Background: an optimization exercise with open tools, aiming at small area and a short achievable clock period. Do not read the settings as production practice.
At most, simulation tests tie the RTL to the original design; equivalence was not proved.
Only the layout flow was run in run 1; the RTL was not checked for function there.
Power and IR drop assume default switching activity.

==> flow/design.v (outline; a module is shown in full before it is edited, if it fits) <==
// module iq_integrate_dump: 560 lines
// module iq_demod_lpf: 76 lines
// module iq_mix_tree: 850 lines
module iq_demod_lpf
#(
  parameter int IN_W  = iq_demod_pkg::DEF_IN_W,
  parameter int CAR_W = iq_demod_pkg::DEF_CAR_W,
  parameter int DECIM = iq_demod_pkg::DEF_DECIM,
  parameter int OUT_W = iq_demod_pkg::DEF_OUT_W,
  parameter int SHIFT = iq_demod_pkg::DEF_SHIFT
) (
  input  logic                    clk,
  input  logic                    reset_n,
  input  logic                    sample_en,
  input  logic                    sym_start,
  input  logic signed [IN_W-1:0]  y_in,
  input  logic signed [CAR_W-1:0] i_car,
  input  logic signed [CAR_W-1:0] q_car,
  output logic signed [OUT_W-1:0] i_out,
  output logic signed [OUT_W-1:0] q_out,
  output logic                    out_valid,
  output logic                    overflow
);
  // ...
==> flow/run.sh <==
#!/bin/bash
# synth_recipe.tcl (not shown) runs the flow's synth.tcl, then flattens the netlist and writes it again
# the make line also repeats each setting of config.mk as NAME=value (left out here)
make -C /OpenROAD-flow-scripts/flow DESIGN_CONFIG=/design/flow/config.mk WORK_HOME=/design/flow/orfs CLKGATE_MAP_FILE= SYNTH_SCRIPT=/design/flow/synth_recipe.tcl finish
==> flow/config.mk <==
export PLATFORM = sky130hd
export DESIGN_NAME = iq_demod_lpf
export DESIGN_NICKNAME = iq_demod_lpf
export VERILOG_FILES = /design/flow/design.v
export SDC_FILE = /design/flow/constraint.sdc
export NUM_CORES = 4
export LEC_CHECK = 0
export ABC_AREA = 1
export CAP_MARGIN = 20
export CORE_MARGIN = 2
export CORE_UTILIZATION = 40
export PLACE_DENSITY = 0.6
export SLEW_MARGIN = 20
==> flow/constraint.sdc <==
create_clock -name core_clock -period 10.5 [get_ports {clk}]
set_input_delay 2.1000 -clock core_clock [delete_from_list [all_inputs] [get_ports {clk}]]
set_output_delay 2.1000 -clock core_clock [all_outputs]
set_load 0.01 [all_outputs]
==> flow_summary.toml, run 1 <==
[layout]
layout_common_cells = "inv_1 (756), xor2_1 (611), nand2_1 (592)"
largest_class = "multi-input gates"
fin_cells = 5671
nFillCells = 9361
drive_gt1_share_pct = 5.17
insertedDiodeCount = 1
area_delta_synth_final_pct = 9.96

[route]
dr_wl_met3_um = 13300
dr.first_iter.drc_count = 2992
via_per_inst = 5.44
drc = 0
wl_met2_um = 50800

[timing]
final_max_slew_viol_count = 0
finalSetupViolCount = 0

[yosys]
netlist_instances = 4409
syn_area_per_cell_um2 = 8.81
synth_top_family_by_area = "adder cells"
synth.area.mux_share_pct = 0
yosysMostFrequentCell = "inv_1"
yosys_warnings = 2
synth_area_mm2 = 0.0389
ys_types = 41

[floorplanning]
die_h_um = 316
taps = 1276

[global_route]
grt_usage_pct = 24.1
grt_busiest_layer = "met2"

[power]
power.total_mw = 13.2

[setup_path]
cp_cell_sequence = "clkdlybuf4s50_1 -> inv_1 -> buf_4 -> nand2_1 -> o21ai_4 -> buf_4 -> o22ai_1 -> xor2_1 -> fa_1 -> inv_1 -> fa_1 -> inv_1 -> fa_1 -> inv_1 -> fa_1 -> inv_1 -> fa_1"
worstSetupPathType = "in2reg"
crit_path_start = "y_in[9]"
cp.depth = 17

[outcome]
status = "complete, no violations"

[clocking]
cts_resized = 0
==> module iq_demod_lpf, before the edit <==
module iq_demod_lpf
#(
  parameter int IN_W  = iq_demod_pkg::DEF_IN_W,
  parameter int CAR_W = iq_demod_pkg::DEF_CAR_W,
  parameter int DECIM = iq_demod_pkg::DEF_DECIM,
  parameter int OUT_W = iq_demod_pkg::DEF_OUT_W,
  parameter int SHIFT = iq_demod_pkg::DEF_SHIFT
) (
  input  logic                    clk,
  input  logic                    reset_n,
  input  logic                    sample_en,
  input  logic                    sym_start,
  input  logic signed [IN_W-1:0]  y_in,
  input  logic signed [CAR_W-1:0] i_car,
  input  logic signed [CAR_W-1:0] q_car,
  output logic signed [OUT_W-1:0] i_out,
  output logic signed [OUT_W-1:0] q_out,
  output logic                    out_valid,
  output logic                    overflow
);
  localparam int NB = 97;   
  logic [24:0]   ye;
  logic [11:0]   one, two, neg;
  logic [NB-1:0] rows_i, rows_q, prod_i_q, prod_q_q;
  logic          vld_q, sop_q, zero_q, clr_q, out_valid_q, dump, zero_d;
  logic [3:0]    cnt_q;
  logic          ovf_i, ovf_q;
  assign ye = {y_in, 1'b0};
  always_comb begin
    for (int k = 0; k < 12; k++) begin
      one[k] = ye[2*k+1] ^ ye[2*k];
      two[k] = (ye[2*k+2] & ~ye[2*k+1] & ~ye[2*k]) | (~ye[2*k+2] & ye[2*k+1] & ye[2*k]);
      neg[k] = ye[2*k+2];
    end
  end
  iq_mix_tree u_mix_i (.x(i_car), .one(one), .two(two), .neg(neg), .rows_o(rows_i));
  iq_mix_tree u_mix_q (.x(q_car), .one(one), .two(two), .neg(neg), .rows_o(rows_q));
  always_ff @(posedge clk) begin
    prod_i_q <= rows_i;
    prod_q_q <= rows_q;
  end
  always_ff @(posedge clk) begin
    if (!reset_n) begin
      vld_q <= 1'b0;
      sop_q <= 1'b0;
    end else begin
      vld_q <= sample_en;
      sop_q <= sample_en & sym_start;
    end
  end
  assign dump = vld_q & ~sop_q & (cnt_q == 4'd9);
  always_ff @(posedge clk) begin
    if (!reset_n) begin
      cnt_q       <= '0;
      out_valid_q <= 1'b0;
    end else begin
      out_valid_q <= dump;
      if (vld_q) begin
        if (sop_q)     cnt_q <= 4'd1;
        else if (dump) cnt_q <= '0;
        else           cnt_q <= cnt_q + 4'd1;
      end
    end
  end
  assign zero_d = ~reset_n | dump | (zero_q & ~vld_q);
  always_ff @(posedge clk) begin
    zero_q <= zero_d;
    clr_q  <= zero_d | (sample_en & sym_start);
  end
  iq_integrate_dump u_int_i (.clk(clk), .reset_n(reset_n), .vld_i(vld_q), .clr_i(clr_q),
    .dump_i(dump), .prod_i(prod_i_q), .data_o(i_out), .ovf_o(ovf_i));
  iq_integrate_dump u_int_q (.clk(clk), .reset_n(reset_n), .vld_i(vld_q), .clr_i(clr_q),
    .dump_i(dump), .prod_i(prod_q_q), .data_o(q_out), .ovf_o(ovf_q));
  assign out_valid = out_valid_q;
  assign overflow  = ovf_i | ovf_q;
endmodule
==> run 2: changes to the inputs <==
--- a/flow/design.v
+++ b/flow/design.v
@@ -6,129 +6,217 @@
   localparam int DEF_SHIFT = 24;
 endpackage
 module iq_integrate_dump (
   input  logic                clk,
   input  logic                reset_n,
   input  logic                vld_i,    
   input  logic                clr_i,    
   input  logic                dump_i,   
-  input  logic [96:0]        prod_i,
+  input  logic [137:0]        prod_i,
   output logic signed [23:0] data_o,
   output logic                ovf_o
 );
   logic [50:0] acc_q, acc_e, ra, rb, sum;
   logic signed [23:0] data_q, sat;
   logic ovf_q, oor;
-  logic s1, c2, s3, c4, s5, c6, s7, c8, s9, c10, s11, c12, s13, c14, s15, c16, s17, c18, s19, c20, s21, c22, s23, c24, s25, c26, s27, c28, s29, c30, s31, c32, s33, c34, s35, c36, s37, c38, s39, c40, s41, c42, s43, c44, s45, c46, s47, c48, s49, c50, s51, c52, s53, c54, s55, c56, s57, c58, s59, c60, s61, c62, s63, c64, s65, c66, s67, c68, s69, c70, s71, c72, s73, c74, s75, c76, s77, c78, s79, c80, s81, c82, s83, c84, s85, c86, s87, c88, s89, c90, s91, c92, s93, c94, s95, c96, s97, c98, s99, c100, s101, c102;
+  logic s1, c2, s3, c4, s5, c6, s7, c8, s9, c10, s11, c12, s13, c14, s15, c16, s17, c18, s19, c20, s21, c22, s23, c24, s25, c26, s27, c28, s29, c30, s31, c32, s33, c34, s35, c36, s37, c38, s39, c40, s41, c42, s43, c44, s45, c46, s47, c48, s49, c50, s51, c52, s53, c54, s55, c56, s57, c58, s59, c60, s61, c62, s63, c64, s65, c66, s67, c68, s69, c70, s71, c72, s73, c74, s75, c76, s77, c78, s79, c80, s81, c82, s83, c84, s85, c86, s87, c88, s89, c90, s91, c92, s93, c94, s95, c96, s97, c98, s99, c100, s101, c102, s103, c104, s105, c106, s107, c108, s109, c110, s111, c112, s113, c114, s115, c116, s117, c118, s119, c120, s121, c122, s123, c124, s125, c126, s127, c128, s129, c130, s131, c132, s133, c134, s135, c136, s137, c138, s139, c140, s141, c142, s143, c144, s145, c146, s147, c148, s149, c150, s151, c152, s153, c154, s155, c156, s157, c158, s159, c160, s161, c162, s163, c164, s165, c166, s167, c168, s169, c170, s171, c172, s173, c174, s175, c176, s177, c178, s179, c180, s181, c182, s183, c184, s185, c186, s187, c188, s189, c190;
   assign acc_e = acc_q & {51{~clr_i}};
   assign s1 = prod_i[0] ^ prod_i[1];
   assign c2 = prod_i[0] & prod_i[1];
   assign s3 = prod_i[2] ^ acc_e[1];
   assign c4 = prod_i[2] & acc_e[1];
-  assign s5 = prod_i[3] ^ prod_i[4] ^ acc_e[2];
-  assign c6 = (prod_i[3] & prod_i[4]) | (acc_e[2] & (prod_i[3] ^ prod_i[4]));
-  assign s7 = prod_i[5] ^ prod_i[6] ^ acc_e[3];
-  assign c8 = (prod_i[5] & prod_i[6]) | (acc_e[3] & (prod_i[5] ^ prod_i[6]));
-  assign s9 = prod_i[7] ^ prod_i[8] ^ acc_e[4];
-  assign c10 = (prod_i[7] & prod_i[8]) | (acc_e[4] & (prod_i[7] ^ prod_i[8]));
-  assign s11 = prod_i[10] ^ prod_i[9] ^ acc_e[5];
-  assign c12 = (prod_i[10] & prod_i[9]) | (acc_e[5] & (prod_i[10] ^ prod_i[9]));
-  assign s13 = prod_i[11] ^ prod_i[12] ^ acc_e[6];
-  assign c14 = (prod_i[11] & prod_i[12]) | (acc_e[6] & (prod_i[11] ^ prod_i[12]));
-  assign s15 = prod_i[13] ^ prod_i[14] ^ acc_e[7];
-  assign c16 = (prod_i[13] & prod_i[14]) | (acc_e[7] & (prod_i[13] ^ prod_i[14]));
-  assign s17 = prod_i[15] ^ prod_i[16] ^ acc_e[8];
-  assign c18 = (prod_i[15] & prod_i[16]) | (acc_e[8] & (prod_i[15] ^ prod_i[16]));
-  assign s19 = prod_i[17] ^ prod_i[18] ^ acc_e[9];
-  assign c20 = (prod_i[17] & prod_i[18]) | (acc_e[9] & (prod_i[17] ^ prod_i[18]));
-  assign s21 = prod_i[19] ^ prod_i[20] ^ acc_e[10];
-  assign c22 = (prod_i[19] & prod_i[20]) | (acc_e[10] & (prod_i[19] ^ prod_i[20]));
-  assign s23 = prod_i[21] ^ prod_i[22] ^ acc_e[11];
-  assign c24 = (prod_i[21] & prod_i[22]) | (acc_e[11] & (prod_i[21] ^ prod_i[22]));
-  assign s25 = prod_i[23] ^ prod_i[24] ^ acc_e[12];
-  assign c26 = (prod_i[23] & prod_i[24]) | (acc_e[12] & (prod_i[23] ^ prod_i[24]));
-  assign s27 = prod_i[25] ^ prod_i[26] ^ acc_e[13];
-  assign c28 = (prod_i[25] & prod_i[26]) | (acc_e[13] & (prod_i[25] ^ prod_i[26]));
-  assign s29 = prod_i[27] ^ prod_i[28] ^ acc_e[14];
-  assign c30 = (prod_i[27] & prod_i[28]) | (acc_e[14] & (prod_i[27] ^ prod_i[28]));
-  assign s31 = prod_i[29] ^ prod_i[30] ^ acc_e[15];
-  assign c32 = (prod_i[29] & prod_i[30]) | (acc_e[15] & (prod_i[29] ^ prod_i[30]));
-  assign s33 = prod_i[31] ^ prod_i[32] ^ acc_e[16];
-  assign c34 = (prod_i[31] & prod_i[32]) | (acc_e[16] & (prod_i[31] ^ prod_i[32]));
-  assign s35 = prod_i[33] ^ prod_i[34] ^ acc_e[17];
-  assign c36 = (prod_i[33] & prod_i[34]) | (acc_e[17] & (prod_i[33] ^ prod_i[34]));
-  assign s37 = prod_i[35] ^ prod_i[36] ^ acc_e[18];
-  assign c38 = (prod_i[35] & prod_i[36]) | (acc_e[18] & (prod_i[35] ^ prod_i[36]));
-  assign s39 = prod_i[37] ^ prod_i[38] ^ acc_e[19];
-  assign c40 = (prod_i[37] & prod_i[38]) | (acc_e[19] & (prod_i[37] ^ prod_i[38]));
-  assign s41 = prod_i[39] ^ prod_i[40] ^ acc_e[20];
-  assign c42 = (prod_i[39] & prod_i[40]) | (acc_e[20] & (prod_i[39] ^ prod_i[40]));
-  assign s43 = prod_i[41] ^ prod_i[42] ^ acc_e[21];
-  assign c44 = (prod_i[41] & prod_i[42]) | (acc_e[21] & (prod_i[41] ^ prod_i[42]));
-  assign s45 = prod_i[43] ^ prod_i[44] ^ acc_e[22];
-  assign c46 = (prod_i[43] & prod_i[44]) | (acc_e[22] & (prod_i[43] ^ prod_i[44]));
-  assign s47 = prod_i[45] ^ prod_i[46] ^ acc_e[23];
-  assign c48 = (prod_i[45] & prod_i[46]) | (acc_e[23] & (prod_i[45] ^ prod_i[46]));
-  assign s49 = prod_i[47] ^ prod_i[48] ^ acc_e[24];
-  assign c50 = (prod_i[47] & prod_i[48]) | (acc_e[24] & (prod_i[47] ^ prod_i[48]));
-  assign s51 = prod_i[49] ^ prod_i[50] ^ acc_e[25];
-  assign c52 = (prod_i[49] & prod_i[50]) | (acc_e[25] & (prod_i[49] ^ prod_i[50]));
-  assign s53 = prod_i[51] ^ prod_i[52] ^ acc_e[26];
-  assign c54 = (prod_i[51] & prod_i[52]) | (acc_e[26] & (prod_i[51] ^ prod_i[52]));
-  assign s55 = prod_i[53] ^ prod_i[54] ^ acc_e[27];
-  assign c56 = (prod_i[53] & prod_i[54]) | (acc_e[27] & (prod_i[53] ^ prod_i[54]));
-  assign s57 = prod_i[55] ^ prod_i[56] ^ acc_e[28];
-  assign c58 = (prod_i[55] & prod_i[56]) | (acc_e[28] & (prod_i[55] ^ prod_i[56]));
-  assign s59 = prod_i[57] ^ prod_i[58] ^ acc_e[29];
-  assign c60 = (prod_i[57] & prod_i[58]) | (acc_e[29] & (prod_i[57] ^ prod_i[58]));
-  assign s61 = prod_i[59] ^ prod_i[60] ^ acc_e[30];
-  assign c62 = (prod_i[59] & prod_i[60]) | (acc_e[30] & (prod_i[59] ^ prod_i[60]));
-  assign s63 = prod_i[61] ^ prod_i[62] ^ acc_e[31];
-  assign c64 = (prod_i[61] & prod_i[62]) | (acc_e[31] & (prod_i[61] ^ prod_i[62]));
-  assign s65 = prod_i[63] ^ prod_i[64] ^ acc_e[32];
-  assign c66 = (prod_i[63] & prod_i[64]) | (acc_e[32] & (prod_i[63] ^ prod_i[64]));
-  assign s67 = prod_i[65] ^ prod_i[66] ^ acc_e[33];
-  assign c68 = (prod_i[65] & prod_i[66]) | (acc_e[33] & (prod_i[65] ^ prod_i[66]));
-  assign s69 = prod_i[67] ^ prod_i[68] ^ acc_e[34];
-  assign c70 = (prod_i[67] & prod_i[68]) | (acc_e[34] & (prod_i[67] ^ prod_i[68]));
-  assign s71 = prod_i[69] ^ prod_i[70] ^ acc_e[35];
-  assign c72 = (prod_i[69] & prod_i[70]) | (acc_e[35] & (prod_i[69] ^ prod_i[70]));
-  assign s73 = prod_i[71] ^ prod_i[72] ^ acc_e[36];
-  assign c74 = (prod_i[71] & prod_i[72]) | (acc_e[36] & (prod_i[71] ^ prod_i[72]));
-  assign s75 = prod_i[73] ^ prod_i[74] ^ acc_e[37];
-  assign c76 = (prod_i[73] & prod_i[74]) | (acc_e[37] & (prod_i[73] ^ prod_i[74]));
-  assign s77 = prod_i[75] ^ prod_i[76] ^ acc_e[38];
-  assign c78 = (prod_i[75] & prod_i[76]) | (acc_e[38] & (prod_i[75] ^ prod_i[76]));
-  assign s79 = prod_i[77] ^ prod_i[78] ^ acc_e[39];
-  assign c80 = (prod_i[77] & prod_i[78]) | (acc_e[39] & (prod_i[77] ^ prod_i[78]));
-  assign s81 = prod_i[79] ^ prod_i[80] ^ acc_e[40];
-  assign c82 = (prod_i[79] & prod_i[80]) | (acc_e[40] & (prod_i[79] ^ prod_i[80]));
-  assign s83 = prod_i[81] ^ prod_i[82] ^ acc_e[41];
-  assign c84 = (prod_i[81] & prod_i[82]) | (acc_e[41] & (prod_i[81] ^ prod_i[82]));
-  assign s85 = prod_i[83] ^ prod_i[84] ^ acc_e[42];
-  assign c86 = (prod_i[83] & prod_i[84]) | (acc_e[42] & (prod_i[83] ^ prod_i[84]));
-  assign s87 = prod_i[85] ^ prod_i[86] ^ acc_e[43];
-  assign c88 = (prod_i[85] & prod_i[86]) | (acc_e[43] & (prod_i[85] ^ prod_i[86]));
-  assign s89 = prod_i[87] ^ prod_i[88] ^ acc_e[44];
-  assign c90 = (prod_i[87] & prod_i[88]) | (acc_e[44] & (prod_i[87] ^ prod_i[88]));
-  assign s91 = prod_i[89] ^ prod_i[90] ^ acc_e[45];
-  assign c92 = (prod_i[89] & prod_i[90]) | (acc_e[45] & (prod_i[89] ^ prod_i[90]));
-  assign s93 = prod_i[91] ^ prod_i[92] ^ acc_e[46];
-  assign c94 = (prod_i[91] & prod_i[92]) | (acc_e[46] & (prod_i[91] ^ prod_i[92]));
-  assign s95 = prod_i[93] ^ acc_e[47];
-  assign c96 = prod_i[93] & acc_e[47];
-  assign s97 = prod_i[94] ^ acc_e[48];
-  assign c98 = prod_i[94] & acc_e[48];
-  assign s99 = prod_i[95] ^ acc_e[49];
-  assign c100 = prod_i[95] & acc_e[49];
-  assign s101 = prod_i[96] ^ acc_e[50];
-  assign c102 = prod_i[96] & acc_e[50];
-  assign ra = {c100, c98, c96, s95, c92, c90, c88, c86, c84, c82, c80, c78, c76, c74, c72, c70, c68, c66, c64, c62, c60, c58, c56, c54, c52, c50, c48, c46, c44, c42, c40, c38, c36, c34, c32, c30, c28, c26, c24, c22, c20, c18, c16, c14, c12, c10, c8, c6, c4, c2, acc_e[0]};
-  assign rb = {s101, s99, s97, c94, s93, s91, s89, s87, s85, s83, s81, s79, s77, s75, s73, s71, s69, s67, s65, s63, s61, s59, s57, s55, s53, s51, s49, s47, s45, s43, s41, s39, s37, s35, s33, s31, s29, s27, s25, s23, s21, s19, s17, s15, s13, s11, s9, s7, s5, s3, s1};
+  assign s5 = prod_i[3] ^ prod_i[4] ^ prod_i[5];
+  assign c6 = (prod_i[3] & prod_i[4]) | (prod_i[5] & (prod_i[3] ^ prod_i[4]));
+  assign s7 = acc_e[2] ^ c4;
+  assign c8 = acc_e[2] & c4;
+  assign s9 = prod_i[6] ^ prod_i[7] ^ acc_e[3];
+  assign c10 = (prod_i[6] & prod_i[7]) | (acc_e[3] & (prod_i[6] ^ prod_i[7]));
+  assign s11 = c6 ^ c8;
+  assign c12 = c6 & c8;
+  assign s13 = prod_i[10] ^ prod_i[8] ^ prod_i[9];
+  assign c14 = (prod_i[10] & prod_i[8]) | (prod_i[9] & (prod_i[10] ^ prod_i[8]));
+  assign s15 = acc_e[4] ^ s13 ^ c10;
+  assign c16 = (acc_e[4] & s13) | (c10 & (acc_e[4] ^ s13));
+  assign s17 = prod_i[11] ^ prod_i[12] ^ prod_i[13];
+  assign c18 = (prod_i[11] & prod_i[12]) | (prod_i[13] & (prod_i[11] ^ prod_i[12]));
+  assign s19 = acc_e[5] ^ c14 ^ s17;
+  assign c20 = (acc_e[5] & c14) | (s17 & (acc_e[5] ^ c14));
+  assign s21 = prod_i[14] ^ prod_i[15] ^ prod_i[16];
+  assign c22 = (prod_i[14] & prod_i[15]) | (prod_i[16] & (prod_i[14] ^ prod_i[15]));
+  assign s23 = acc_e[6] ^ c18 ^ s21;
+  assign c24 = (acc_e[6] & c18) | (s21 & (acc_e[6] ^ c18));
+  assign s25 = prod_i[17] ^ prod_i[18] ^ prod_i[19];
+  assign c26 = (prod_i[17] & prod_i[18]) | (prod_i[19] & (prod_i[17] ^ prod_i[18]));
+  assign s27 = acc_e[7] ^ c22 ^ s25;
+  assign c28 = (acc_e[7] & c22) | (s25 & (acc_e[7] ^ c22));
+  assign s29 = prod_i[20] ^ prod_i[21] ^ prod_i[22];
+  assign c30 = (prod_i[20] & prod_i[21]) | (prod_i[22] & (prod_i[20] ^ prod_i[21]));
+  assign s31 = acc_e[8] ^ c26 ^ s29;
+  assign c32 = (acc_e[8] & c26) | (s29 & (acc_e[8] ^ c26));
+  assign s33 = prod_i[23] ^ prod_i[24] ^ prod_i[25];
+  assign c34 = (prod_i[23] & prod_i[24]) | (prod_i[25] & (prod_i[23] ^ prod_i[24]));
+  assign s35 = acc_e[9] ^ c30 ^ s33;
+  assign c36 = (acc_e[9] & c30) | (s33 & (acc_e[9] ^ c30));
+  assign s37 = prod_i[26] ^ prod_i[27] ^ prod_i[28];
+  assign c38 = (prod_i[26] & prod_i[27]) | (prod_i[28] & (prod_i[26] ^ prod_i[27]));
+  assign s39 = acc_e[10] ^ c34 ^ s37;
+  assign c40 = (acc_e[10] & c34) | (s37 & (acc_e[10] ^ c34));
+  assign s41 = prod_i[29] ^ prod_i[30] ^ prod_i[31];
+  assign c42 = (prod_i[29] & prod_i[30]) | (prod_i[31] & (prod_i[29] ^ prod_i[30]));
+  assign s43 = acc_e[11] ^ c38 ^ s41;
+  assign c44 = (acc_e[11] & c38) | (s41 & (acc_e[11] ^ c38));
+  assign s45 = prod_i[32] ^ prod_i[33] ^ prod_i[34];
+  assign c46 = (prod_i[32] & prod_i[33]) | (prod_i[34] & (prod_i[32] ^ prod_i[33]));
+  assign s47 = acc_e[12] ^ c42 ^ s45;
+  assign c48 = (acc_e[12] & c42) | (s45 & (acc_e[12] ^ c42));
+  assign s49 = prod_i[35] ^ prod_i[36] ^ prod_i[37];
+  assign c50 = (prod_i[35] & prod_i[36]) | (prod_i[37] & (prod_i[35] ^ prod_i[36]));
+  assign s51 = acc_e[13] ^ c46 ^ s49;
+  assign c52 = (acc_e[13] & c46) | (s49 & (acc_e[13] ^ c46));
+  assign s53 = prod_i[38] ^ prod_i[39] ^ prod_i[40];
+  assign c54 = (prod_i[38] & prod_i[39]) | (prod_i[40] & (prod_i[38] ^ prod_i[39]));
+  assign s55 = acc_e[14] ^ c50 ^ s53;
+  assign c56 = (acc_e[14] & c50) | (s53 & (acc_e[14] ^ c50));
+  assign s57 = prod_i[41] ^ prod_i[42] ^ prod_i[43];
+  assign c58 = (prod_i[41] & prod_i[42]) | (prod_i[43] & (prod_i[41] ^ prod_i[42]));
+  assign s59 = acc_e[15] ^ c54 ^ s57;
+  assign c60 = (acc_e[15] & c54) | (s57 & (acc_e[15] ^ c54));
+  assign s61 = prod_i[44] ^ prod_i[45] ^ prod_i[46];
+  assign c62 = (prod_i[44] & prod_i[45]) | (prod_i[46] & (prod_i[44] ^ prod_i[45]));
+  assign s63 = acc_e[16] ^ c58 ^ s61;
+  assign c64 = (acc_e[16] & c58) | (s61 & (acc_e[16] ^ c58));
+  assign s65 = prod_i[47] ^ prod_i[48] ^ prod_i[49];
+  assign c66 = (prod_i[47] & prod_i[48]) | (prod_i[49] & (prod_i[47] ^ prod_i[48]));
+  assign s67 = acc_e[17] ^ c62 ^ s65;
+  assign c68 = (acc_e[17] & c62) | (s65 & (acc_e[17] ^ c62));
+  assign s69 = prod_i[50] ^ prod_i[51] ^ prod_i[52];
+  assign c70 = (prod_i[50] & prod_i[51]) | (prod_i[52] & (prod_i[50] ^ prod_i[51]));
+  assign s71 = acc_e[18] ^ c66 ^ s69;
+  assign c72 = (acc_e[18] & c66) | (s69 & (acc_e[18] ^ c66));
+  assign s73 = prod_i[53] ^ prod_i[54] ^ prod_i[55];
+  assign c74 = (prod_i[53] & prod_i[54]) | (prod_i[55] & (prod_i[53] ^ prod_i[54]));
+  assign s75 = acc_e[19] ^ c70 ^ s73;
+  assign c76 = (acc_e[19] & c70) | (s73 & (acc_e[19] ^ c70));
+  assign s77 = prod_i[56] ^ prod_i[57] ^ prod_i[58];
+  assign c78 = (prod_i[56] & prod_i[57]) | (prod_i[58] & (prod_i[56] ^ prod_i[57]));
+  assign s79 = acc_e[20] ^ c74 ^ s77;
+  assign c80 = (acc_e[20] & c74) | (s77 & (acc_e[20] ^ c74));
+  assign s81 = prod_i[59] ^ prod_i[60] ^ prod_i[61];
+  assign c82 = (prod_i[59] & prod_i[60]) | (prod_i[61] & (prod_i[59] ^ prod_i[60]));
+  assign s83 = acc_e[21] ^ c78 ^ s81;
+  assign c84 = (acc_e[21] & c78) | (s81 & (acc_e[21] ^ c78));
+  assign s85 = prod_i[62] ^ prod_i[63] ^ prod_i[64];
+  assign c86 = (prod_i[62] & prod_i[63]) | (prod_i[64] & (prod_i[62] ^ prod_i[63]));
+  assign s87 = acc_e[22] ^ c82 ^ s85;
+  assign c88 = (acc_e[22] & c82) | (s85 & (acc_e[22] ^ c82));
+  assign s89 = prod_i[65] ^ prod_i[66] ^ prod_i[67];
+  assign c90 = (prod_i[65] & prod_i[66]) | (prod_i[67] & (prod_i[65] ^ prod_i[66]));
+  assign s91 = acc_e[23] ^ c86 ^ s89;
+  assign c92 = (acc_e[23] & c86) | (s89 & (acc_e[23] ^ c86));
+  assign s93 = prod_i[68] ^ prod_i[69] ^ prod_i[70];
+  assign c94 = (prod_i[68] & prod_i[69]) | (prod_i[70] & (prod_i[68] ^ prod_i[69]));
+  assign s95 = acc_e[24] ^ c90 ^ s93;
+  assign c96 = (acc_e[24] & c90) | (s93 & (acc_e[24] ^ c90));
+  assign s97 = prod_i[71] ^ prod_i[72] ^ prod_i[73];
+  assign c98 = (prod_i[71] & prod_i[72]) | (prod_i[73] & (prod_i[71] ^ prod_i[72]));
+  assign s99 = acc_e[25] ^ c94 ^ s97;
+  assign c100 = (acc_e[25] & c94) | (s97 & (acc_e[25] ^ c94));
+  assign s101 = prod_i[74] ^ prod_i[75] ^ prod_i[76];
+  assign c102 = (prod_i[74] & prod_i[75]) | (prod_i[76] & (prod_i[74] ^ prod_i[75]));
+  assign s103 = acc_e[26] ^ c98 ^ s101;
+  assign c104 = (acc_e[26] & c98) | (s101 & (acc_e[26] ^ c98));
+  assign s105 = prod_i[77] ^ prod_i[78] ^ prod_i[79];
+  assign c106 = (prod_i[77] & prod_i[78]) | (prod_i[79] & (prod_i[77] ^ prod_i[78]));
+  assign s107 = acc_e[27] ^ c102 ^ s105;
+  assign c108 = (acc_e[27] & c102) | (s105 & (acc_e[27] ^ c102));
+  assign s109 = prod_i[80] ^ prod_i[81] ^ prod_i[82];
+  assign c110 = (prod_i[80] & prod_i[81]) | (prod_i[82] & (prod_i[80] ^ prod_i[81]));
+  assign s111 = acc_e[28] ^ c106 ^ s109;
+  assign c112 = (acc_e[28] & c106) | (s109 & (acc_e[28] ^ c106));
+  assign s113 = prod_i[83] ^ prod_i[84] ^ prod_i[85];
+  assign c114 = (prod_i[83] & prod_i[84]) | (prod_i[85] & (prod_i[83] ^ prod_i[84]));
+  assign s115 = acc_e[29] ^ c110 ^ s113;
+  assign c116 = (acc_e[29] & c110) | (s113 & (acc_e[29] ^ c110));
+  assign s117 = prod_i[86] ^ prod_i[87] ^ prod_i[88];
+  assign c118 = (prod_i[86] & prod_i[87]) | (prod_i[88] & (prod_i[86] ^ prod_i[87]));
+  assign s119 = acc_e[30] ^ c114 ^ s117;
+  assign c120 = (acc_e[30] & c114) | (s117 & (acc_e[30] ^ c114));
+  assign s121 = prod_i[89] ^ prod_i[90] ^ prod_i[91];
+  assign c122 = (prod_i[89] & prod_i[90]) | (prod_i[91] & (prod_i[89] ^ prod_i[90]));
+  assign s123 = acc_e[31] ^ c118 ^ s121;
+  assign c124 = (acc_e[31] & c118) | (s121 & (acc_e[31] ^ c118));
+  assign s125 = prod_i[92] ^ prod_i[93] ^ prod_i[94];
+  assign c126 = (prod_i[92] & prod_i[93]) | (prod_i[94] & (prod_i[92] ^ prod_i[93]));
+  assign s127 = acc_e[32] ^ c122 ^ s125;
+  assign c128 = (acc_e[32] & c122) | (s125 & (acc_e[32] ^ c122));
+  assign s129 = prod_i[95] ^ prod_i[96] ^ prod_i[97];
+  assign c130 = (prod_i[95] & prod_i[96]) | (prod_i[97] & (prod_i[95] ^ prod_i[96]));
+  assign s131 = acc_e[33] ^ c126 ^ s129;
+  assign c132 = (acc_e[33] & c126) | (s129 & (acc_e[33] ^ c126));
+  assign s133 = prod_i[100] ^ prod_i[98] ^ prod_i[99];
+  assign c134 = (prod_i[100] & prod_i[98]) | (prod_i[99] & (prod_i[100] ^ prod_i[98]));
+  assign s135 = acc_e[34] ^ c130 ^ s133;
+  assign c136 = (acc_e[34] & c130) | (s133 & (acc_e[34] ^ c130));
+  assign s137 = prod_i[101] ^ prod_i[102] ^ prod_i[103];
+  assign c138 = (prod_i[101] & prod_i[102]) | (prod_i[103] & (prod_i[101] ^ prod_i[102]));
+  assign s139 = acc_e[35] ^ c134 ^ s137;
+  assign c140 = (acc_e[35] & c134) | (s137 & (acc_e[35] ^ c134));
+  assign s141 = prod_i[104] ^ prod_i[105] ^ prod_i[106];
+  assign c142 = (prod_i[104] & prod_i[105]) | (prod_i[106] & (prod_i[104] ^ prod_i[105]));
+  assign s143 = acc_e[36] ^ c138 ^ s141;
+  assign c144 = (acc_e[36] & c138) | (s141 & (acc_e[36] ^ c138));
+  assign s145 = prod_i[107] ^ prod_i[108] ^ prod_i[109];
+  assign c146 = (prod_i[107] & prod_i[108]) | (prod_i[109] & (prod_i[107] ^ prod_i[108]));
+  assign s147 = acc_e[37] ^ c142 ^ s145;
+  assign c148 = (acc_e[37] & c142) | (s145 & (acc_e[37] ^ c142));
+  assign s149 = prod_i[110] ^ prod_i[111] ^ prod_i[112];
+  assign c150 = (prod_i[110] & prod_i[111]) | (prod_i[112] & (prod_i[110] ^ prod_i[111]));
+  assign s151 = acc_e[38] ^ c146 ^ s149;
+  assign c152 = (acc_e[38] & c146) | (s149 & (acc_e[38] ^ c146));
+  assign s153 = prod_i[113] ^ prod_i[114] ^ prod_i[115];
+  assign c154 = (prod_i[113] & prod_i[114]) | (prod_i[115] & (prod_i[113] ^ prod_i[114]));
+  assign s155 = acc_e[39] ^ c150 ^ s153;
+  assign c156 = (acc_e[39] & c150) | (s153 & (acc_e[39] ^ c150));
+  assign s157 = prod_i[116] ^ prod_i[117] ^ prod_i[118];
+  assign c158 = (prod_i[116] & prod_i[117]) | (prod_i[118] & (prod_i[116] ^ prod_i[117]));
+  assign s159 = acc_e[40] ^ c154 ^ s157;
+  assign c160 = (acc_e[40] & c154) | (s157 & (acc_e[40] ^ c154));
+  assign s161 = prod_i[119] ^ prod_i[120] ^ prod_i[121];
+  assign c162 = (prod_i[119] & prod_i[120]) | (prod_i[121] & (prod_i[119] ^ prod_i[120]));
+  assign s163 = acc_e[41] ^ c158 ^ s161;
+  assign c164 = (acc_e[41] & c158) | (s161 & (acc_e[41] ^ c158));
+  assign s165 = prod_i[122] ^ prod_i[123] ^ prod_i[124];
+  assign c166 = (prod_i[122] & prod_i[123]) | (prod_i[124] & (prod_i[122] ^ prod_i[123]));
+  assign s167 = acc_e[42] ^ c162 ^ s165;
+  assign c168 = (acc_e[42] & c162) | (s165 & (acc_e[42] ^ c162));
+  assign s169 = prod_i[125] ^ prod_i[126] ^ prod_i[127];
+  assign c170 = (prod_i[125] & prod_i[126]) | (prod_i[127] & (prod_i[125] ^ prod_i[126]));
+  assign s171 = acc_e[43] ^ c166 ^ s169;
+  assign c172 = (acc_e[43] & c166) | (s169 & (acc_e[43] ^ c166));
+  assign s173 = prod_i[128] ^ prod_i[129] ^ prod_i[130];
+  assign c174 = (prod_i[128] & prod_i[129]) | (prod_i[130] & (prod_i[128] ^ prod_i[129]));
+  assign s175 = acc_e[44] ^ c170 ^ s173;
+  assign c176 = (acc_e[44] & c170) | (s173 & (acc_e[44] ^ c170));
+  assign s177 = prod_i[131] ^ prod_i[132] ^ acc_e[45];
+  assign c178 = (prod_i[131] & prod_i[132]) | (acc_e[45] & (prod_i[131] ^ prod_i[132]));
+  assign s179 = c174 ^ s177;
+  assign c180 = c174 & s177;
+  assign s181 = prod_i[133] ^ acc_e[46] ^ c178;
+  assign c182 = (prod_i[133] & acc_e[46]) | (c178 & (prod_i[133] ^ acc_e[46]));
+  assign s183 = prod_i[134] ^ acc_e[47];
+  assign c184 = prod_i[134] & acc_e[47];
+  assign s185 = prod_i[135] ^ acc_e[48];
+  assign c186 = prod_i[135] & acc_e[48];
+  assign s187 = prod_i[136] ^ acc_e[49];
+  assign c188 = prod_i[136] & acc_e[49];
+  assign s189 = prod_i[137] ^ acc_e[50];
+  assign c190 = prod_i[137] & acc_e[50];
+  assign ra = {c188, c186, c184, s183, c180, c176, c172, c168, c164, c160, c156, c152, c148, c144, c140, c136, c132, c128, c124, c120, c116, c112, c108, c104, c100, c96, c92, c88, c84, c80, c76, c72, c68, c64, c60, c56, c52, c48, c44, c40, c36, c32, c28, c24, c20, c16, c12, s9, s5, c2, acc_e[0]};
+  assign rb = {s189, s187, s185, c182, s181, s179, s175, s171, s167, s163, s159, s155, s151, s147, s143, s139, s135, s131, s127, s123, s119, s115, s111, s107, s103, s99, s95, s91, s87, s83, s79, s75, s71, s67, s63, s59, s55, s51, s47, s43, s39, s35, s31, s27, s23, s19, s15, s11, s7, s3, s1};
   logic g1, p2, g3, p4, g5, p6, g7, p8, g9, p10, g11, p12, g13, p14, g15, p16, g17, p18, g19, p20, g21, p22, g23, p24, g25, p26, g27, p28, g29, p30, g31, p32, g33, p34, g35, p36, g37, p38, g39, p40, g41, p42, g43, p44, g45, p46, g47, p48, g49, p50, g51, p52, g53, p54, g55, p56, g57, p58, g59, p60, g61, p62, g63, p64, g65, p66, g67, p68, g69, p70, g71, p72, g73, p74, g75, p76, g77, p78, g79, p80, g81, p82, g83, p84, g85, p86, g87, p88, g89, p90, g91, p92, g93, p94, g95, p96, g97, p98, g99, p100, g101, p102, G103, P104, G105, P106, G107, P108, G109, P110, G111, P112, G113, P114, G115, P116, G117, P118, G119, P120, G121, P122, G123, P124, G125, P126, G127, P128, G129, P130, G131, P132, G133, P134, G135, P136, G137, P138, G139, P140, G141, P142, G143, P144, G145, P146, G147, P148, G149, P150, G151, P152, G153, P154, G155, P156, G157, P158, G159, P160, G161, P162, G163, P164, G165, P166, G167, P168, G169, P170, G171, P172, G173, P174, G175, P176, G177, P178, G179, P180, G181, P182, G183, P184, G185, P186, G187, P188, G189, P190, G191, P192, G193, P194, G195, P196, G197, P198, G199, P200, G201, P202, G203, P204, G205, P206, G207, P208, G209, P210, G211, P212, G213, P214, G215, P216, G217, P218, G219, P220, G221, P222, G223, P224, G225, P226, G227, P228, G229, P230, G231, P232, G233, P234, G235, P236, G237, P238, G239, P240, G241, P242, G243, P244, G245, P246, G247, P248, G249, P250, G251, P252, G253, P254, G255, P256, G257, P258, G259, P260, G261, P262, G263, P264, G265, P266, G267, P268, G269, P270, G271, P272, G273, P274, G275, P276, G277, P278, G279, P280, G281, P282, G283, P284, G285, P286, G287, P288, G289, P290, G291, P292, G293, P294, G295, P296, G297, P298, G299, P300, G301, P302, G303, P304, G305, P306, G307, P308, G309, P310, G311, P312, G313, P314, G315, P316, G317, P318, G319, P320, G321, P322, G323, P324, G325, P326, G327, P328, G329, P330, G331, P332, G333, P334, G335, P336, G337, P338, G339, P340, G341, P342, G343, P344, G345, P346, G347, P348, G349, P350, G351, P352, G353, P354, G355, P356, G357, P358, G359, P360, G361, P362, G363, P364, G365, P366, G367, P368, G369, P370, G371, P372, G373, P374, y375, y376, y377, y378, y379, y380, y381, y382, y383, y384, y385, y386, y387, y388, y389, y390, y391, y392, y393, y394, y395, y396, y397, y398, y399, y400, y401, y402, y403, y404, y405, y406, y407, y408, y409, y410, y411, y412, y413, y414, y415, y416, y417, y418, y419, y420, y421, y422, y423, y424;
   assign g1 = ra[0] & rb[0];
   assign p2 = ra[0] ^ rb[0];
   assign g3 = ra[1] & rb[1];
   assign p4 = ra[1] ^ rb[1];
   assign g5 = ra[2] & rb[2];
   assign p6 = ra[2] ^ rb[2];
   assign g7 = ra[3] & rb[3];
@@ -581,17 +669,17 @@
   input  logic signed [IN_W-1:0]  y_in,
   input  logic signed [CAR_W-1:0] i_car,
   input  logic signed [CAR_W-1:0] q_car,
   output logic signed [OUT_W-1:0] i_out,
   output logic signed [OUT_W-1:0] q_out,
   output logic                    out_valid,
   output logic                    overflow
 );
-  localparam int NB = 97;   
+  localparam int NB = 138;   
   logic [24:0]   ye;
   logic [11:0]   one, two, neg;
   logic [NB-1:0] rows_i, rows_q, prod_i_q, prod_q_q;
   logic          vld_q, sop_q, zero_q, clr_q, out_valid_q, dump, zero_d;
   logic [3:0]    cnt_q;
   logic          ovf_i, ovf_q;
   assign ye = {y_in, 1'b0};
   always_comb begin
@@ -642,19 +730,19 @@
   assign out_valid = out_valid_q;
   assign overflow  = ovf_i | ovf_q;
 endmodule
 module iq_mix_tree (
   input  logic [23:0] x,
   input  logic [11:0] one,
   input  logic [11:0] two,
   input  logic [11:0] neg,
-  output logic [96:0] rows_o
+  output logic [137:0] rows_o
 );
-  logic b1, b2, b3, b4, b5, b6, b7, b8, b9, b10, b11, b12, b13, b14, b15, b16, b17, b18, b19, b20, b21, b22, b23, b24, b25, e26, b27, b28, b29, b30, b31, b32, b33, b34, b35, b36, b37, b38, b39, b40, b41, b42, b43, b44, b45, b46, b47, b48, b49, b50, b51, e52, b53, b54, b55, b56, b57, b58, b59, b60, b61, b62, b63, b64, b65, b66, b67, b68, b69, b70, b71, b72, b73, b74, b75, b76, b77, e78, b79, b80, b81, b82, b83, b84, b85, b86, b87, b88, b89, b90, b91, b92, b93, b94, b95, b96, b97, b98, b99, b100, b101, b102, b103, e104, b105, b106, b107, b108, b109, b110, b111, b112, b113, b114, b115, b116, b117, b118, b119, b120, b121, b122, b123, b124, b125, b126, b127, b128, b129, e130, b131, b132, b133, b134, b135, b136, b137, b138, b139, b140, b141, b142, b143, b144, b145, b146, b147, b148, b149, b150, b151, b152, b153, b154, b155, e156, b157, b158, b159, b160, b161, b162, b163, b164, b165, b166, b167, b168, b169, b170, b171, b172, b173, b174, b175, b176, b177, b178, b179, b180, b181, e182, b183, b184, b185, b186, b187, b188, b189, b190, b191, b192, b193, b194, b195, b196, b197, b198, b199, b200, b201, b202, b203, b204, b205, b206, b207, e208, b209, b210, b211, b212, b213, b214, b215, b216, b217, b218, b219, b220, b221, b222, b223, b224, b225, b226, b227, b228, b229, b230, b231, b232, b233, e234, b235, b236, b237, b238, b239, b240, b241, b242, b243, b244, b245, b246, b247, b248, b249, b250, b251, b252, b253, b254, b255, b256, b257, b258, b259, e260, b261, b262, b263, b264, b265, b266, b267, b268, b269, b270, b271, b272, b273, b274, b275, b276, b277, b278, b279, b280, b281, b282, b283, b284, b285, e286, b287, b288, b289, b290, b291, b292, b293, b294, b295, b296, b297, b298, b299, b300, b301, b302, b303, b304, b305, b306, b307, b308, b309, b310, b311, e312, s313, c314, s315, c316, s317, c318, s319, c320, s321, c322, s323, c324, s325, c326, s327, c328, s329, c330, s331, c332, s333, c334, s335, c336, s337, c338, s339, c340, s341, c342, s343, c344, s345, c346, s347, c348, s349, c350, s351, c352, s353, c354, s355, c356, s357, c358, s359, c360, s361, c362, s363, c364, s365, c366, s367, c368, s369, c370, s371, c372, s373, c374, s375, c376, s377, c378, s379, c380, s381, c382, s383, c384, s385, c386, s387, c388, s389, c390, s391, c392, s393, c394, s395, c396, s397, c398, s399, c400, s401, c402, s403, c404, s405, c406, s407, c408, s409, c410, s411, c412, s413, c414, s415, c416, s417, c418, s419, c420, s421, c422, s423, c424, s425, c426, s427, c428, s429, c430, s431, c432, s433, c434, s435, c436, s437, c438, s439, c440, s441, c442, s443, c444, s445, c446, s447, c448, s449, c450, s451, c452, s453, c454, s455, c456, s457, c458, s459, c460, s461, c462, s463, c464, s465, c466, s467, c468, s469, c470, s471, c472, s473, c474, s475, c476, s477, c478, s479, c480, s481, c482, s483, c484, s485, c486, s487, c488, s489, c490, s491, c492, s493, c494, s495, c496, s497, c498, s499, c500, s501, c502, s503, c504, s505, c506, s507, c508, s509, c510, s511, c512, s513, c514, s515, c516, s517, c518, s519, c520, s521, c522, s523, c524, s525, c526, s527, c528, s529, c530, s531, c532, s533, c534, s535, c536, s537, c538, s539, c540, s541, c542, s543, c544, s545, c546, s547, c548, s549, c550, s551, c552, s553, c554, s555, c556, s557, c558, s559, c560, s561, c562, s563, c564, s565, c566, s567, c568, s569, c570, s571, c572, s573, c574, s575, c576, s577, c578, s579, c580, s581, c582, s583, c584, s585, c586, s587, c588, s589, c590, s591, c592, s593, c594, s595, c596, s597, c598, s599, c600, s601, c602, s603, c604, s605, c606, s607, c608, s609, c610, s611, c612, s613, c614, s615, c616, s617, c618, s619, c620, s621, c622, s623, c624, s625, c626, s627, c628, s629, c630, s631, c632, s633, c634, s635, c636, s637, c638, s639, c640, s641, c642, s643, c644, s645, c646, s647, c648, s649, c650, s651, c652, s653, c654, s655, c656, s657, c658, s659, c660, s661, c662, s663, c664, s665, c666, s667, c668, s669, c670, s671, c672, s673, c674, s675, c676, s677, c678, s679, c680, s681, c682, s683, c684, s685, c686, s687, c688, s689, c690, s691, c692, s693, c694, s695, c696, s697, c698, s699, c700, s701, c702, s703, c704, s705, c706, s707, c708, s709, c710, s711, c712, s713, c714, s715, c716, s717, c718, s719, c720, s721, c722, s723, c724, s725, c726, s727, c728, s729, c730, s731, c732, s733, c734, s735, c736, s737, c738, s739, c740, s741, c742, s743, c744, s745, c746, s747, c748, s749, c750, s751, c752, s753, c754, s755, c756, s757, c758, s759, c760, s761, c762, s763, c764, s765, c766, s767, c768, s769, c770, s771, c772, s773, c774, s775, c776, s777, c778, s779, c780, s781, c782, s783, c784, s785, c786, s787, c788, s789, c790, s791, c792, s793, c794, s795, c796, s797, c798, s799, c800, s801, c802, s803, c804, s805, c806, s807, c808, s809, c810, s811, c812, s813, c814, s815, c816, s817, c818, s819, c820, s821, c822, s823, c824, s825, c826, s827, c828, s829, c830, s831, c832, s833, c834, s835, c836, s837, c838, s839, c840;
+  logic b1, b2, b3, b4, b5, b6, b7, b8, b9, b10, b11, b12, b13, b14, b15, b16, b17, b18, b19, b20, b21, b22, b23, b24, b25, e26, b27, b28, b29, b30, b31, b32, b33, b34, b35, b36, b37, b38, b39, b40, b41, b42, b43, b44, b45, b46, b47, b48, b49, b50, b51, e52, b53, b54, b55, b56, b57, b58, b59, b60, b61, b62, b63, b64, b65, b66, b67, b68, b69, b70, b71, b72, b73, b74, b75, b76, b77, e78, b79, b80, b81, b82, b83, b84, b85, b86, b87, b88, b89, b90, b91, b92, b93, b94, b95, b96, b97, b98, b99, b100, b101, b102, b103, e104, b105, b106, b107, b108, b109, b110, b111, b112, b113, b114, b115, b116, b117, b118, b119, b120, b121, b122, b123, b124, b125, b126, b127, b128, b129, e130, b131, b132, b133, b134, b135, b136, b137, b138, b139, b140, b141, b142, b143, b144, b145, b146, b147, b148, b149, b150, b151, b152, b153, b154, b155, e156, b157, b158, b159, b160, b161, b162, b163, b164, b165, b166, b167, b168, b169, b170, b171, b172, b173, b174, b175, b176, b177, b178, b179, b180, b181, e182, b183, b184, b185, b186, b187, b188, b189, b190, b191, b192, b193, b194, b195, b196, b197, b198, b199, b200, b201, b202, b203, b204, b205, b206, b207, e208, b209, b210, b211, b212, b213, b214, b215, b216, b217, b218, b219, b220, b221, b222, b223, b224, b225, b226, b227, b228, b229, b230, b231, b232, b233, e234, b235, b236, b237, b238, b239, b240, b241, b242, b243, b244, b245, b246, b247, b248, b249, b250, b251, b252, b253, b254, b255, b256, b257, b258, b259, e260, b261, b262, b263, b264, b265, b266, b267, b268, b269, b270, b271, b272, b273, b274, b275, b276, b277, b278, b279, b280, b281, b282, b283, b284, b285, e286, b287, b288, b289, b290, b291, b292, b293, b294, b295, b296, b297, b298, b299, b300, b301, b302, b303, b304, b305, b306, b307, b308, b309, b310, b311, e312, s313, c314, s315, c316, s317, c318, s319, c320, s321, c322, s323, c324, s325, c326, s327, c328, s329, c330, s331, c332, s333, c334, s335, c336, s337, c338, s339, c340, s341, c342, s343, c344, s345, c346, s347, c348, s349, c350, s351, c352, s353, c354, s355, c356, s357, c358, s359, c360, s361, c362, s363, c364, s365, c366, s367, c368, s369, c370, s371, c372, s373, c374, s375, c376, s377, c378, s379, c380, s381, c382, s383, c384, s385, c386, s387, c388, s389, c390, s391, c392, s393, c394, s395, c396, s397, c398, s399, c400, s401, c402, s403, c404, s405, c406, s407, c408, s409, c410, s411, c412, s413, c414, s415, c416, s417, c418, s419, c420, s421, c422, s423, c424, s425, c426, s427, c428, s429, c430, s431, c432, s433, c434, s435, c436, s437, c438, s439, c440, s441, c442, s443, c444, s445, c446, s447, c448, s449, c450, s451, c452, s453, c454, s455, c456, s457, c458, s459, c460, s461, c462, s463, c464, s465, c466, s467, c468, s469, c470, s471, c472, s473, c474, s475, c476, s477, c478, s479, c480, s481, c482, s483, c484, s485, c486, s487, c488, s489, c490, s491, c492, s493, c494, s495, c496, s497, c498, s499, c500, s501, c502, s503, c504, s505, c506, s507, c508, s509, c510, s511, c512, s513, c514, s515, c516, s517, c518, s519, c520, s521, c522, s523, c524, s525, c526, s527, c528, s529, c530, s531, c532, s533, c534, s535, c536, s537, c538, s539, c540, s541, c542, s543, c544, s545, c546, s547, c548, s549, c550, s551, c552, s553, c554, s555, c556, s557, c558, s559, c560, s561, c562, s563, c564, s565, c566, s567, c568, s569, c570, s571, c572, s573, c574, s575, c576, s577, c578, s579, c580, s581, c582, s583, c584, s585, c586, s587, c588, s589, c590, s591, c592, s593, c594, s595, c596, s597, c598, s599, c600, s601, c602, s603, c604, s605, c606, s607, c608, s609, c610, s611, c612, s613, c614, s615, c616, s617, c618, s619, c620, s621, c622, s623, c624, s625, c626, s627, c628, s629, c630, s631, c632, s633, c634, s635, c636, s637, c638, s639, c640, s641, c642, s643, c644, s645, c646, s647, c648, s649, c650, s651, c652, s653, c654, s655, c656, s657, c658, s659, c660, s661, c662, s663, c664, s665, c666, s667, c668, s669, c670, s671, c672, s673, c674, s675, c676, s677, c678, s679, c680, s681, c682, s683, c684, s685, c686, s687, c688, s689, c690, s691, c692, s693, c694, s695, c696, s697, c698, s699, c700, s701, c702, s703, c704, s705, c706, s707, c708, s709, c710, s711, c712, s713, c714, s715, c716, s717, c718, s719, c720, s721, c722, s723, c724, s725, c726, s727, c728, s729, c730, s731, c732, s733, c734, s735, c736, s737, c738, s739, c740, s741, c742, s743, c744, s745, c746, s747, c748, s749, c750, s751, c752;
   assign b1 = (one[0] & x[0]) ^ neg[0];
   assign b2 = ((one[0] & x[1]) | (two[0] & x[0])) ^ neg[0];
   assign b3 = ((one[0] & x[2]) | (two[0] & x[1])) ^ neg[0];
   assign b4 = ((one[0] & x[3]) | (two[0] & x[2])) ^ neg[0];
   assign b5 = ((one[0] & x[4]) | (two[0] & x[3])) ^ neg[0];
   assign b6 = ((one[0] & x[5]) | (two[0] & x[4])) ^ neg[0];
   assign b7 = ((one[0] & x[6]) | (two[0] & x[5])) ^ neg[0];
   assign b8 = ((one[0] & x[7]) | (two[0] & x[6])) ^ neg[0];
@@ -1397,98 +1485,10 @@
   assign s745 = e234 ^ c668 ^ c666;
   assign c746 = (e234 & c668) | (c666 & (e234 ^ c668));
   assign s747 = b282 ^ b306 ^ s671;
   assign c748 = (b282 & b306) | (s671 & (b282 ^ b306));
   assign s749 = b283 ^ b307 ^ e260;
   assign c750 = (b283 & b307) | (e260 & (b283 ^ b307));
   assign s751 = 1'b1 ^ b284;
   assign c752 = 1'b1 & b284;
-  assign s753 = neg[1] ^ b27;
-  assign c754 = neg[1] & b27;
-  assign s755 = b28 ^ b4;
-  assign c756 = b28 & b4;
-  assign s757 = b5 ^ b53 ^ s673;
-  assign c758 = (b5 & b53) | (s673 & (b5 ^ b53));
-  assign s759 = b6 ^ c674 ^ s675;
-  assign c760 = (b6 & c674) | (s675 & (b6 ^ c674));
-  assign s761 = c676 ^ s537 ^ s677;
-  assign c762 = (c676 & s537) | (s677 & (c676 ^ s537));
-  assign s763 = s539 ^ c678 ^ s679;
-  assign c764 = (s539 & c678) | (s679 & (s539 ^ c678));
-  assign s765 = s541 ^ c680 ^ s681;
-  assign c766 = (s541 & c680) | (s681 & (s541 ^ c680));
-  assign s767 = s545 ^ c682 ^ s683;
-  assign c768 = (s545 & c682) | (s683 & (s545 ^ c682));
-  assign s769 = c684 ^ s551 ^ s685;
-  assign c770 = (c684 & s551) | (s685 & (c684 ^ s551));
-  assign s771 = s555 ^ c686 ^ s687;
-  assign c772 = (s555 & c686) | (s687 & (s555 ^ c686));
-  assign s773 = s559 ^ c688 ^ s689;
-  assign c774 = (s559 & c688) | (s689 & (s559 ^ c688));
-  assign s775 = s563 ^ c690 ^ s691;
-  assign c776 = (s563 & c690) | (s691 & (s563 ^ c690));
-  assign s777 = s567 ^ c692 ^ s693;
-  assign c778 = (s567 & c692) | (s693 & (s567 ^ c692));
-  assign s779 = s571 ^ c694 ^ s695;
-  assign c780 = (s571 & c694) | (s695 & (s571 ^ c694));
-  assign s781 = c696 ^ s575 ^ s697;
-  assign c782 = (c696 & s575) | (s697 & (c696 ^ s575));
-  assign s783 = c698 ^ s579 ^ s699;
-  assign c784 = (c698 & s579) | (s699 & (c698 ^ s579));
-  assign s785 = s583 ^ c700 ^ s701;
-  assign c786 = (s583 & c700) | (s701 & (s583 ^ c700));
-  assign s787 = s587 ^ c702 ^ s703;
-  assign c788 = (s587 & c702) | (s703 & (s587 ^ c702));
-  assign s789 = s591 ^ c704 ^ s705;
-  assign c790 = (s591 & c704) | (s705 & (s591 ^ c704));
-  assign s791 = s595 ^ c706 ^ s707;
-  assign c792 = (s595 & c706) | (s707 & (s595 ^ c706));
-  assign s793 = s599 ^ c708 ^ s709;
-  assign c794 = (s599 & c708) | (s709 & (s599 ^ c708));
-  assign s795 = s603 ^ c710 ^ s711;
-  assign c796 = (s603 & c710) | (s711 & (s603 ^ c710));
-  assign s797 = s607 ^ c712 ^ s713;
-  assign c798 = (s607 & c712) | (s713 & (s607 ^ c712));
-  assign s799 = s611 ^ c714 ^ s715;
-  assign c800 = (s611 & c714) | (s715 & (s611 ^ c714));
-  assign s801 = s615 ^ c716 ^ s717;
-  assign c802 = (s615 & c716) | (s717 & (s615 ^ c716));
-  assign s803 = s619 ^ c718 ^ s719;
-  assign c804 = (s619 & c718) | (s719 & (s619 ^ c718));
-  assign s805 = s623 ^ c720 ^ s721;
-  assign c806 = (s623 & c720) | (s721 & (s623 ^ c720));
-  assign s807 = s627 ^ c722 ^ s723;
-  assign c808 = (s627 & c722) | (s723 & (s627 ^ c722));
-  assign s809 = s631 ^ c724 ^ s725;
-  assign c810 = (s631 & c724) | (s725 & (s631 ^ c724));
-  assign s811 = s635 ^ c726 ^ s727;
-  assign c812 = (s635 & c726) | (s727 & (s635 ^ c726));
-  assign s813 = s639 ^ c728 ^ s729;
-  assign c814 = (s639 & c728) | (s729 & (s639 ^ c728));
-  assign s815 = c640 ^ s731 ^ c730;
-  assign c816 = (c640 & s731) | (c730 & (c640 ^ s731));
-  assign s817 = s647 ^ c732 ^ s733;
-  assign c818 = (s647 & c732) | (s733 & (s647 ^ c732));
-  assign s819 = s651 ^ c734 ^ s735;
-  assign c820 = (s651 & c734) | (s735 & (s651 ^ c734));
-  assign s821 = s655 ^ c736 ^ s737;
-  assign c822 = (s655 & c736) | (s737 & (s655 ^ c736));
-  assign s823 = s659 ^ c738 ^ s739;
-  assign c824 = (s659 & c738) | (s739 & (s659 ^ c738));
-  assign s825 = c660 ^ s741 ^ c740;
-  assign c826 = (c660 & s741) | (c740 & (c660 ^ s741));
-  assign s827 = c664 ^ s743 ^ c742;
-  assign c828 = (c664 & s743) | (c742 & (c664 ^ s743));
-  assign s829 = s669 ^ c744 ^ s745;
-  assign c830 = (s669 & c744) | (s745 & (s669 ^ c744));
-  assign s831 = c670 ^ c746 ^ s747;
-  assign c832 = (c670 & c746) | (s747 & (c670 ^ c746));
-  assign s833 = c672 ^ s749 ^ c748;
-  assign c834 = (c672 & s749) | (c748 & (c672 ^ s749));
-  assign s835 = b308 ^ s751 ^ c750;
-  assign c836 = (b308 & s751) | (c750 & (b308 ^ s751));
-  assign s837 = b309 ^ e286 ^ c752;
-  assign c838 = (b309 & e286) | (c752 & (b309 ^ e286));
-  assign s839 = 1'b1 ^ b310;
-  assign c840 = 1'b1 & b310;
-  assign rows_o = {1'b1, 1'b1, 1'b1, 1'b1, c840, e312, s839, c838, s837, c836, s835, c834, s833, c832, s831, c830, s829, c828, s827, c826, s825, c824, s823, c822, s821, c820, s819, c818, s817, c816, s815, c814, s813, c812, s811, c810, s809, c808, s807, c806, s805, c804, s803, c802, s801, c800, s799, c798, s797, c796, s795, c794, s793, c792, s791, c790, s789, c788, s787, c786, s785, c784, s783, c782, s781, c780, s779, c778, s777, c776, s775, c774, s773, c772, s771, c770, s769, c768, s767, c766, s765, c764, s763, c762, s761, c760, s759, c758, s757, c756, s755, c754, s753, b3, b2, b1, neg[0]};
+  assign rows_o = {1'b1, 1'b1, 1'b1, 1'b1, e312, b310, 1'b1, c752, e286, b309, s751, c750, b308, s749, c748, c672, s747, c746, c670, s745, c744, s669, s743, c742, c664, s741, c740, c660, s739, c738, s659, s737, c736, s655, s735, c734, s651, s733, c732, s647, s731, c730, c640, s729, c728, s639, s727, c726, s635, s725, c724, s631, s723, c722, s627, s721, c720, s623, s719, c718, s619, s717, c716, s615, s715, c714, s611, s713, c712, s607, s711, c710, s603, s709, c708, s599, s707, c706, s595, s705, c704, s591, s703, c702, s587, s701, c700, s583, s699, c698, s579, s697, c696, s575, s695, c694, s571, s693, c692, s567, s691, c690, s563, s689, c688, s559, s687, c686, s555, s685, c684, s551, s683, c682, s545, s681, c680, s541, s679, c678, s539, s677, c676, s537, s675, c674, b6, s673, b53, b5, b4, b28, b3, b27, neg[1], b2, b1, neg[0]};
 endmodule
==> run 2 against run 1 <==
Die area grew 6.7%. Clock power up 13%. Global-route usage down 1.3 points. Sequential power rose by 21%. First-iteration DRC count is 7.6% lower. Count of clock-buffer cells in the layout up 11. Flip-flop and latch count grew 79. Maximum frequency rose by 14%. Critical path type unchanged.
==> flow_summary.toml, run 2 <==
[yosys]
synth_compound_area_share_pct = 10.2
synth_area_leader_cell = "fa_1"
synthXorXnorAreaFrac_pct = 13.4
synth_fa_ha_area_share_pct = 31.7
ys_seq_area_share_pct = 23.0
ys_types = 38
synth-edff-count = 102
yosys-top-cells-area = "fa_1 (26%), dfxtp_1 (16%), xor2_1 (13%)"
synth-main-ff-cell = "dfxtp_1"
synth_async_sr_flop_share_pct = 0
synth_area_mm2 = 0.0415
yosys_warnings = 2
syn_area_per_cell_um2 = 8.74
synth.area.mux_share_pct = 0
synth_top_family_by_area = "adder cells"
ys_ff_latch = 425
yosysMostFrequentCell = "inv_1"
yosys.area_share.simple_pct = 9.38
synth_fp_nets = 5545
synth.top_cell.area_share_pct = 26.4
yosys-top-cells-count = "inv_1 (1004), nand2_1 (641), xor2_1 (618), o22ai_1 (552), fa_1 (546)"
netlist_instances = 4745

[timing]
final_max_slew_viol_count = 0
tightest_slew_ns = 1.19
finalSetupTns_ns = 0
finalClockSkew_ns = 0.0224
finalSetupViolCount = 0
hold_violations = 0
max_clock_freq_mhz = 159
final.min_clock_period_ns = 6.27
finalCritPeriodShare_pct = 59.7
timing.hold.ws_ns = 0.449
relSlewSlack_pct = 20.9
fin_ws_ns = 4.23
grt_setup_unrepaired = "false"

[floorplanning]
dieArea_mm2 = 0.106
die_h_um = 326
fp.dieW_um = 326
io_pins = 126
rows = 118
core_region_area_mm2 = 0.103
initial_core_util_pct = 40.2

[global_route]
grt_max_degree = 51
gr-total-overflow = 0
grt_usage_pct = 22.8
antenna_found_initial = 5
grt_pass1_wl_um = 191000
grt_pass1_vias = 32900

[clocking]
cts_resized = 0
clock_latency_ns = 0.62
root_buffer = "clkbuf_16"
htreeDepth = 2
ctsHoldBuffers = 0
cts_tree = "done"
post_cts_buffers = 0
cts_made_buffers = 50
clk_pin_slew_ns = 0.06
clockBufferDepth = 3
cts_sinks = 425

[layout]
layout_common_cells = "inv_1 (1002), nand2_1 (641), xor2_1 (618)"
final_common_cell = "inv_1"
largest_reg_flops = 133
area_delta_synth_final_pct = 9.87
max_flop_register = "prod_i_q"
final_nets = 5507
utilization_pct = 44.2
reg_top3 = "prod_i_q (133), prod_q_q (131)"
multi_input_area_mm2 = 0.0270
fin_cells = 6130
fin_area_mm2 = 0.0456
drive_gt1_share_pct = 5.58
area.sequential_mm2 = 0.00953
nFillCells = 10100

[worst_hold_path]
hold_class = "reg2reg"
holdCritStartpoint = "u_int_q.data_q[3]"
min_path_cells = 2
min_to = "u_int_q.data_q[3]"

[setup_path]
path_common_cell = "fa_1"
slowest_delay_ns = 0.51
timing.reg2reg.setup_slack_ns = 5.27
startpoint_type = "input port"
critical-path-top-delay-family = "adder cells"
critPathMaxFanout = 25
worstSetupPathType = "in2reg"
worstPathRequired_ns = 11.00
cp_cell_sequence = "buf_2 -> buf_4 -> nor2_1 -> nor2_1 -> inv_2 -> buf_4 -> o22ai_1 -> xor2_1 -> fa_1 -> fa_1 -> inv_1 -> fa_1 -> fa_1"
worstSetupEndpointType = "register"
reg2reg_depth = 24
crit_buf_inv = 5
r2r-start = "clr_q"
worstPathArrival_ns = 6.77
r2r-end = "u_int_i.ovf_q"
slowest_stage = "fa_1"

[route]
vias = 32100
drc = 0
drt-total-wl_um = 121000
antenna_left = 0
dr.first_iter.drc_count = 2766
wl_per_cell_um = 19.7
first_pass_iters = 6
via_per_inst = 5.23

[placement]
hpwl_um = 84300
placed_area_mm2 = 0.0440
place.gp.congestion = 0.898
placed_cells = 6034
place.port_buffers = 125
place_ws_ns = 3.72

[power]
vdd_drop_max_mv = 0.226
power.total_mw = 17.1
p_leak_nw = 22.3
cellPowerDensity_mw_per_mm2 = 376

[outcome]
status = "complete, no violations"

[job]
drv_cap = 0
## run 2: cell count changes after synthesis, moves of 5 or more
cell / delta
inv_1: +241
dfxtp_1: +79
nor2_1: -52
nand2_1: +49
clkbuf_1: +20
buf_1: -14
buf_6: +9
nand3_2: +9
buf_4: -8
xor2_1: +7
o21ai_0: +5
## run 2: area by class of cell
class                      count  area share (%)
multi-input combinational   2991            59.2
sequential                   425            20.9
inverter                    1024            8.43
timing repair buffer         215            4.12
tap                         1380            3.79
clock buffer                  72            3.19
clock inverter                22           0.321
antenna                        1         0.00549
## run 2: worst reg2reg max path, stage by stage, from the launching register on
cell and delay, ns:
dfxtp_2 0.48, inv_2 0.19, buf_4 0.38, nand2_1 0.20, fa_1 0.45, fa_1 0.56, inv_1 0.06, ha_1 0.26
nand2_1 0.06, nor2_1 0.09, nand2_1 0.06, nand2_1 0.22, nand2_2 0.10, nand2_4 0.17, nand2_2 0.08, nand2_2 0.27
nand2_1 0.15, nand2_1 0.10, nand2_1 0.06, nand2_2 0.25, nand2_1 0.11, nand2_2 0.45, nand2_1 0.16, nand2_1 0.13
o21ai_1 0.07
## run 2: cell families after synthesis
group,count (synthesis)
flip-flops,425
AO/OA/AOI/OAI,687
AND/OR/NAND/NOR,946
buffers and inverters,1329
adder cells (fa/ha/maj),724
XOR/XNOR,634
## run 2: power breakdown
part	leakage, nW	total, mW	internal (mW)	switching (mW)
logic	17.8	12.3	4.58	7.70
registers	3.66	3.15	2.96	0.184
clock network	0.796	1.71	0.968	0.744
## run 2: routing by layer
layer  track usage [%]  vias up  share of wire [%]
li1                  -    14700                  -
met1              30.4    15500                 42
met2              35.7     1548                 44
met3              5.61      372                 10
met4              8.84        8                4.0
met5                 0        -              0.044
## run 2: worst max path at each step
stage	endpoint	slack, ns	start	cells past startpoint
after floorplan	prod_q_q[73]	4.92	y_in[13]	13
after global placement	prod_q_q[73]	3.78	y_in[17]	13
after detailed placement	prod_q_q[79]	3.72	y_in[17]	14
after CTS	prod_q_q[79]	4.38	y_in[17]	14
after global routing	prod_q_q[73]	4.18	y_in[17]	13
final	prod_q_q[73]	4.23	y_in[17]	13

[what the ideal ports hide]
Ports are ideal in the flow. The routed layouts listed here were re-timed in OpenROAD. Step 1 assumes that a clkbuf_16 drives the clock port and a buf_2 every other input. Step 2 also shifts input and output timing later by t, the mid clock arrival at the registers, as if the neighbouring blocks saw the same clock. a / b / c = no drivers / after step 1 / after step 2; a / b = the first two.
| run | t (ns) | setup WS [ns] | latest minus earliest clock arrival (ns) | cell pins on the clock port's net |
|---|---|---|---|---|
| run 1 | 0.665 | 3.325 / 3.374 / 2.708 | 0.026 / 0.025 | 1 |
| run 2 | 0.682 | 4.230 / 4.273 / 3.591 | 0.029 / 0.029 | 1 |
After both steps every run listed still meets setup and hold. For run 2, which loses most, drivers alone change the setup slack by +0.043 ns; drivers and shift together by -0.639 ns.
